This is an optimization exercise on Yosys and OpenROAD, whose aim is a short achievable clock period and few clock cycles, not a production implementation. The RTL of this run was laid out without a check of its function. No activity file was given, so power comes from the tool's default toggle rates.

[design/flow/run.sh]
#!/bin/bash
# synth_recipe.tcl (not shown) runs the flow's synth.tcl, then flattens the netlist and writes it again
# the make line also repeats each setting of config.mk as NAME=value (left out here)
make -C /OpenROAD-flow-scripts/flow DESIGN_CONFIG=/design/flow/config.mk WORK_HOME=/design/flow/orfs CLKGATE_MAP_FILE= SYNTH_SCRIPT=/design/flow/synth_recipe.tcl finish
[design/flow/config.mk]
export PLATFORM = sky130hd
export DESIGN_NAME = cache_nway
export DESIGN_NICKNAME = cache_nway
export VERILOG_FILES = /design/flow/design.v
export SDC_FILE = /design/flow/constraint.sdc
export NUM_CORES = 4
export LEC_CHECK = 0
export ABC_CLOCK_PERIOD_IN_PS = 2000
export CAP_MARGIN = 20
export CORE_MARGIN = 2
export CORE_UTILIZATION = 45
export PLACE_DENSITY = 0.6
export SETUP_SLACK_MARGIN = 3.3
export SLEW_MARGIN = 20
[design/flow/constraint.sdc]
create_clock -name core_clock -period 6.0 [get_ports {clk}]
set_input_delay 1.2000 -clock core_clock [delete_from_list [all_inputs] [get_ports {clk}]]
set_output_delay 1.2000 -clock core_clock [all_outputs]
set_load 0.01 [all_outputs]
[design/flow/design.v]
module cache_nway #(
  parameter int WAYS      = 4,
  parameter int SETS      = 4,
  parameter int CNT_WIDTH = 16
) (
  input  logic                 clk,
  input  logic                 reset,
  input  logic                 mem_read,
  input  logic                 mem_write,
  input  logic [1:0]           mem_byte_enable,
  input  logic [15:0]          mem_address,
  input  logic [15:0]          mem_wdata,
  output logic [15:0]          mem_rdata,
  output logic                 mem_resp,
  output logic                 pmem_read,
  output logic                 pmem_write,
  output logic [15:0]          pmem_address,
  output logic [127:0]         pmem_wdata,
  input  logic [127:0]         pmem_rdata,
  input  logic                 pmem_resp,
  output logic [CNT_WIDTH-1:0] hit_count,
  output logic [CNT_WIDTH-1:0] miss_count
);
  localparam int WB = $clog2(WAYS);
  localparam int IB = $clog2(SETS);
  localparam int TB = 12 - IB;
  typedef enum logic [1:0] {S_IDLE, S_RESP, S_WRITEBACK, S_ALLOCATE} state_t;
  state_t               r_state;
  logic                 r_valid [SETS][WAYS];
  logic                 r_dirty [SETS][WAYS];
  logic [TB-1:0]        r_tag   [SETS][WAYS];
  logic [127:0]         r_data  [SETS][WAYS];
  logic [WAYS-2:0]      r_plru  [SETS];
  logic [WAYS-1:0]      r_vsel  [SETS];    
  logic                 r_hit_resp;        
  logic                 r_hit_wr;          
  logic [IB-1:0]        r_index;
  logic [WB-1:0]        r_way;
  logic                 r_sel   [SETS][WAYS];   
  logic [15:0]          r_mem_rdata;
  logic                 r_mem_resp;
  logic                 r_alloc_wr;        
  logic                 r_pmem_read;
  logic                 r_pmem_write;
  logic [15:0]          r_pmem_address;
  logic [127:0]         r_pmem_wdata;
  logic [CNT_WIDTH-1:0] r_hit_count;
  logic [CNT_WIDTH-1:0] r_miss_count;
  logic [IB-1:0]   w_index;
  logic [TB-1:0]   w_tag;
  logic [2:0]      w_word;
  logic            w_req;
  logic            w_unused;
  logic            w_idle;
  logic [SETS-1:0] w_set_sel;
  logic            w_match [SETS][WAYS];
  logic            w_vline [SETS][WAYS];   
  logic            w_lsel  [SETS][WAYS];   
  logic [127:0]    w_line;
  logic [WAYS-1:0] w_way_hit;
  logic            w_hit;
  logic [WB-1:0]   w_hit_way;
  logic [WB-1:0]   w_victim;
  logic            w_vdirty;
  logic [TB-1:0]   w_vtag;
  logic            w_fill;
  logic            w_done;
  logic [15:0]     w_hit_word;
  logic [WAYS-2:0] w_plru_next [SETS];
  logic            w_valid_next [SETS][WAYS];
  assign w_index  = mem_address[4 +: IB];
  assign w_tag    = mem_address[15 -: TB];
  assign w_word   = mem_address[3:1];
  assign w_req    = mem_read | mem_write;
  assign w_unused = mem_address[0];
  assign w_idle   = (r_state == S_IDLE);
  assign w_fill   = (r_state == S_ALLOCATE) && pmem_resp;
  assign w_done   = r_hit_resp || w_fill;
  for (genvar s = 0; s < SETS; s++) begin : g_set
    assign w_set_sel[s] = (w_index == IB'(s));
    for (genvar w = 0; w < WAYS; w++) begin : g_way
      assign w_match[s][w] = w_set_sel[s] && r_valid[s][w] && (r_tag[s][w] == w_tag);
      assign w_vline[s][w] = w_set_sel[s] && r_vsel[s][w];
    end
  end
  always_comb begin
    w_way_hit  = '0;
    w_victim   = '0;
    w_vdirty   = 1'b0;
    w_vtag     = '0;
    for (int s = 0; s < SETS; s++) begin
      for (int w = 0; w < WAYS; w++) begin
        w_way_hit[w] = w_way_hit[w] | w_match[s][w];
        w_vdirty     = w_vdirty | (w_vline[s][w] & r_dirty[s][w]);
        w_vtag       = w_vtag | (r_tag[s][w] & {TB{w_vline[s][w]}});
        if (w_vline[s][w]) w_victim = w_victim | WB'(w);
      end
    end
  end
  assign w_hit = |w_way_hit;
  always_comb begin
    w_line = '0;
    for (int s = 0; s < SETS; s++) begin
      for (int w = 0; w < WAYS; w++) begin
        w_lsel[s][w] = w_match[s][w] | (w_vline[s][w] & !w_hit);
        w_line       = w_line | (r_data[s][w] & {128{w_lsel[s][w]}});
      end
    end
  end
  assign w_hit_word = w_line[{w_word, 4'b0} +: 16];
  always_comb begin
    w_hit_way = '0;
    for (int w = 0; w < WAYS; w++)
      if (w_way_hit[w]) w_hit_way = w_hit_way | WB'(w);
  end
  always_comb begin
    for (int s = 0; s < SETS; s++) begin
      w_plru_next[s] = r_plru[s];
      for (int w = 0; w < WAYS; w++) w_valid_next[s][w] = r_valid[s][w];
    end
    if (w_done) begin
      w_plru_next[r_index][0] = ~r_way[1];
      if (r_way[1]) w_plru_next[r_index][2] = ~r_way[0];
      else          w_plru_next[r_index][1] = ~r_way[0];
    end
    if (w_fill) w_valid_next[r_index][r_way] = 1'b1;
  end
  always_ff @(posedge clk or negedge reset) begin
    if (!reset) begin
      r_state        <= S_IDLE;
      r_hit_resp     <= 1'b0;
      r_hit_wr       <= 1'b0;
      r_index        <= '0;
      r_way          <= '0;
      r_mem_rdata    <= '0;
      r_mem_resp     <= 1'b0;
      r_alloc_wr     <= 1'b0;
      r_pmem_read    <= 1'b0;
      r_pmem_write   <= 1'b0;
      r_pmem_address <= '0;
      r_hit_count    <= '0;
      r_miss_count   <= '0;
      for (int s = 0; s < SETS; s++) begin
        r_plru[s] <= '0;
        r_vsel[s] <= WAYS'(1);
        for (int w = 0; w < WAYS; w++) begin
          r_valid[s][w] <= 1'b0;
          r_dirty[s][w] <= 1'b0;
          r_sel[s][w]   <= 1'b0;
        end
      end
    end else begin
      r_hit_resp <= 1'b0;
      case (r_state)
        S_IDLE: begin
          r_index        <= w_index;
          r_hit_wr       <= mem_write;
          r_mem_rdata    <= w_hit_word;
          r_pmem_address <= w_vdirty ? {w_vtag, w_index, 4'b0} : {mem_address[15:4], 4'b0};
          r_way <= w_hit ? w_hit_way : w_victim;
          for (int s = 0; s < SETS; s++)
            for (int w = 0; w < WAYS; w++) r_sel[s][w] <= w_lsel[s][w];
          if (w_req) begin
            if (w_hit) begin
              r_hit_resp <= 1'b1;
              r_mem_resp <= 1'b1;
              r_state    <= S_RESP;
            end else if (w_vdirty) begin
              r_pmem_write <= 1'b1;
              r_state      <= S_WRITEBACK;
            end else begin
              r_pmem_read <= 1'b1;
              r_alloc_wr  <= mem_write;
              r_state     <= S_ALLOCATE;
            end
          end
        end
        S_RESP: begin
          r_mem_resp <= 1'b0;
          r_state    <= S_IDLE;
        end
        S_WRITEBACK: begin
          if (pmem_resp) begin
            r_pmem_write   <= 1'b0;
            r_pmem_read    <= 1'b1;
            r_pmem_address <= {mem_address[15:4], 4'b0};
            r_alloc_wr     <= mem_write;
            r_state        <= S_ALLOCATE;
          end
        end
        S_ALLOCATE: begin
          if (pmem_resp) begin
            r_pmem_read <= 1'b0;
            r_alloc_wr  <= 1'b0;
            r_mem_rdata <= pmem_rdata[{w_word, 4'b0} +: 16];
            r_mem_resp  <= !r_alloc_wr;
            r_state     <= r_alloc_wr ? S_IDLE : S_RESP;
            if (r_miss_count != '1) r_miss_count <= r_miss_count + 1'b1;
          end
        end
        default: r_state <= S_IDLE;
      endcase
      for (int s = 0; s < SETS; s++) begin
        r_plru[s] <= w_plru_next[s];
        for (int w = 0; w < WAYS; w++) r_valid[s][w] <= w_valid_next[s][w];
        r_vsel[s] <= WAYS'(1) << {w_plru_next[s][0], w_plru_next[s][1 + w_plru_next[s][0]]};
        for (int w = WAYS - 1; w >= 0; w--)
          if (!w_valid_next[s][w]) r_vsel[s] <= WAYS'(1) << w;
      end
      if (w_fill) r_dirty[r_index][r_way] <= mem_write;
      else if (r_hit_resp && r_hit_wr) r_dirty[r_index][r_way] <= 1'b1;
      if (w_done && r_hit_count != '1) r_hit_count <= r_hit_count + 1'b1;
    end
  end
  always_ff @(posedge clk) begin
    for (int s = 0; s < SETS; s++) begin
      for (int w = 0; w < WAYS; w++) begin
        if (w_fill && r_sel[s][w]) begin
          r_tag[s][w]  <= w_tag;
          r_data[s][w] <= pmem_rdata;
          for (int k = 0; k < 8; k++) begin
            if (mem_write && w_word == 3'(k)) begin
              if (mem_byte_enable[1]) r_data[s][w][16*k+8 +: 8] <= mem_wdata[15:8];
              if (mem_byte_enable[0]) r_data[s][w][16*k   +: 8] <= mem_wdata[7:0];
            end
          end
        end else if (r_hit_resp && r_hit_wr && r_sel[s][w]) begin
          for (int k = 0; k < 8; k++) begin
            if (w_word == 3'(k)) begin
              if (mem_byte_enable[1]) r_data[s][w][16*k+8 +: 8] <= mem_wdata[15:8];
              if (mem_byte_enable[0]) r_data[s][w][16*k   +: 8] <= mem_wdata[7:0];
            end
          end
        end
      end
    end
  end
  always_ff @(posedge clk) begin
    if (w_idle) r_pmem_wdata <= w_line;
  end
  assign mem_rdata    = r_mem_rdata;
  assign mem_resp     = r_mem_resp || (r_alloc_wr && pmem_resp);
  assign pmem_read    = r_pmem_read;
  assign pmem_write   = r_pmem_write;
  assign pmem_address = r_pmem_address;
  assign pmem_wdata   = r_pmem_wdata;
  assign hit_count    = r_hit_count;
  assign miss_count   = r_miss_count;
endmodule
==> results.txt <==
- Status: stopped before the end
- Last stage reached: global routing (5_1_grt)
- Tool Error: [ERROR GRT-0232] Routing congestion too high. Check the congestion heatmap in the GUI.
- Largest family of logic cells by synthesized area: compound AO/OA/AOI/OAI gates
- Core Rows: 189
- DP Worst Slack: -0.177 ns
- Post-Synth XOR/XNOR Area: around 1.4%
- Root Buffer: clkbuf_16
- GRT Residual Overflow: 6
- Initial Util: a little under half
- # port buffers: between 300 and 400
- Synth async-reset ratio: a little under 6%
- Synth Area in Compound Gates: between 20% and 30%
- Post-synthesis mux area share: ~1.5%
- Num CTS Buffers: 287
- H-tree Lvls: 5
- CTS sink cnt: 2484
- Post-synth EDFFs: 2336
- GRT Total Usage: ~78%
- Syn Std Cell Area: approximately 0.12 mm^2
- Die Wd: 521 um
- Post-synthesis sequential area ratio: 61.4%
- Post-Synth Simple-Gate Area: 7.80%
- Synth Warn #: 13
- Cell variety after synth: 88
- Detail Placement HPWL: 612000 um
- Top FF cell, synth: edfxtp_1
- Post-synthesis adder-cell area fraction: less than 1%
- Clock Tree Buf Depth: 4
- Hold buffers post-CTS: 0
- I/O Pins: about 360
- Pin count of the biggest net entering global routing: 77
- RePlAce Congestion: 1.19
- Yosys reg bits: roughly 2.5k
- Synthesized area per cell: approximately 12 um^2
- Mapped Cells: about 10k
- Die height: ~520 um
[cell families after synthesis]
group | Yosys count
xor+xnor | 189
fa+ha+maj | 7
compound gates | 4467
buf+inv | 1040
other cells | 1
flops | 2484
mux | 173
simple gates | 1923
[power by group through the flow]
stage | clock [uW] | combinational, uW | sequential (uW)
floorplan | 0 | 7330 | 22000
global placement | 0 | 16800 | 22100
detailed placement | 0 | 16900 | 22100
CTS | 17700 | 21800 | 21900
[stage by stage]
step           hold WS, ns  cell area, um^2  TNS [ns]  total power (uW)  instances
2_1_floorplan        0.452           132000         0             29300      10300
3_3_place_gp         0.468           143000    -0.157             38900      14100
3_5_place_dp         0.474           143000    -0.177             39000      14100
4_1_cts              0.313           180000         0             61400      16100
[what timing repair did]
| item | in CTS |
|---|---|
| endpoints found under the setup margin | 4722 |
| cloned | 139 |
| buffers inserted | 1403 |
| gates resized for setup | 2718 |
| pin swaps | 607 |
| endpoints found under the hold margin | 0 |
[cell usage after synthesis (8+ instances only)]
cell type     n  area (um^2)
nor2b_1      10         62.6
o21a_1       13         97.6
a21o_1       11         82.6
o211ai_1     11         82.6
a2111oi_0    10         87.6
a221oi_1    521         4560
o21bai_1      9         67.6
a21oi_1    2208        11100
nor4_2       15          188
a222oi_1    118         1180
a32oi_1       9         78.8
dfrtp_1     144         3600
buf_2        61          305
a211o_1      18          158
buf_4        12         90.1
and4_1       40          350
or2_2        14         87.6
mux2i_1     154         1540
a22oi_1     748         5620
a22o_1      491         4300
nand2_1     332         1250
nand2b_1     16          100
nor4_1       56          350
edfxtp_1   2336        70100
nand3_1     268         1340
mux2_2       16          180
nand4_1     220         1380
a221o_1      28          280
xor2_1       23          201
o31ai_1      13         97.6
xnor2_1     166         1450
nor2_1      708         2660
a31oi_1      36          225
a32o_1        8         80.1
inv_1        26         97.6
or3_1        11         68.8
clkbuf_1    787         2950
and2_1       36          225
and3_1      114          713
nor3_1       40          200
buf_1       144          541
o21ai_0     129          646
a211oi_1     39          293
[layer usage]
metal | overflow | GRT usage [%]
met3 | 5 | 71.7
met2 | 0 | 86.3
met4 | 1 | 71.7
met1 | 0 | 79.4
met5 | 0 | 56.7
[worst max-delay path by stage]
stage                      endpoint  cells after the start
CTS                  r_mem_rdata[2]                     17
detailed placement  r_mem_rdata[14]                     16
global placement    r_mem_rdata[14]                     17
floorplan            r_mem_rdata[2]                     14
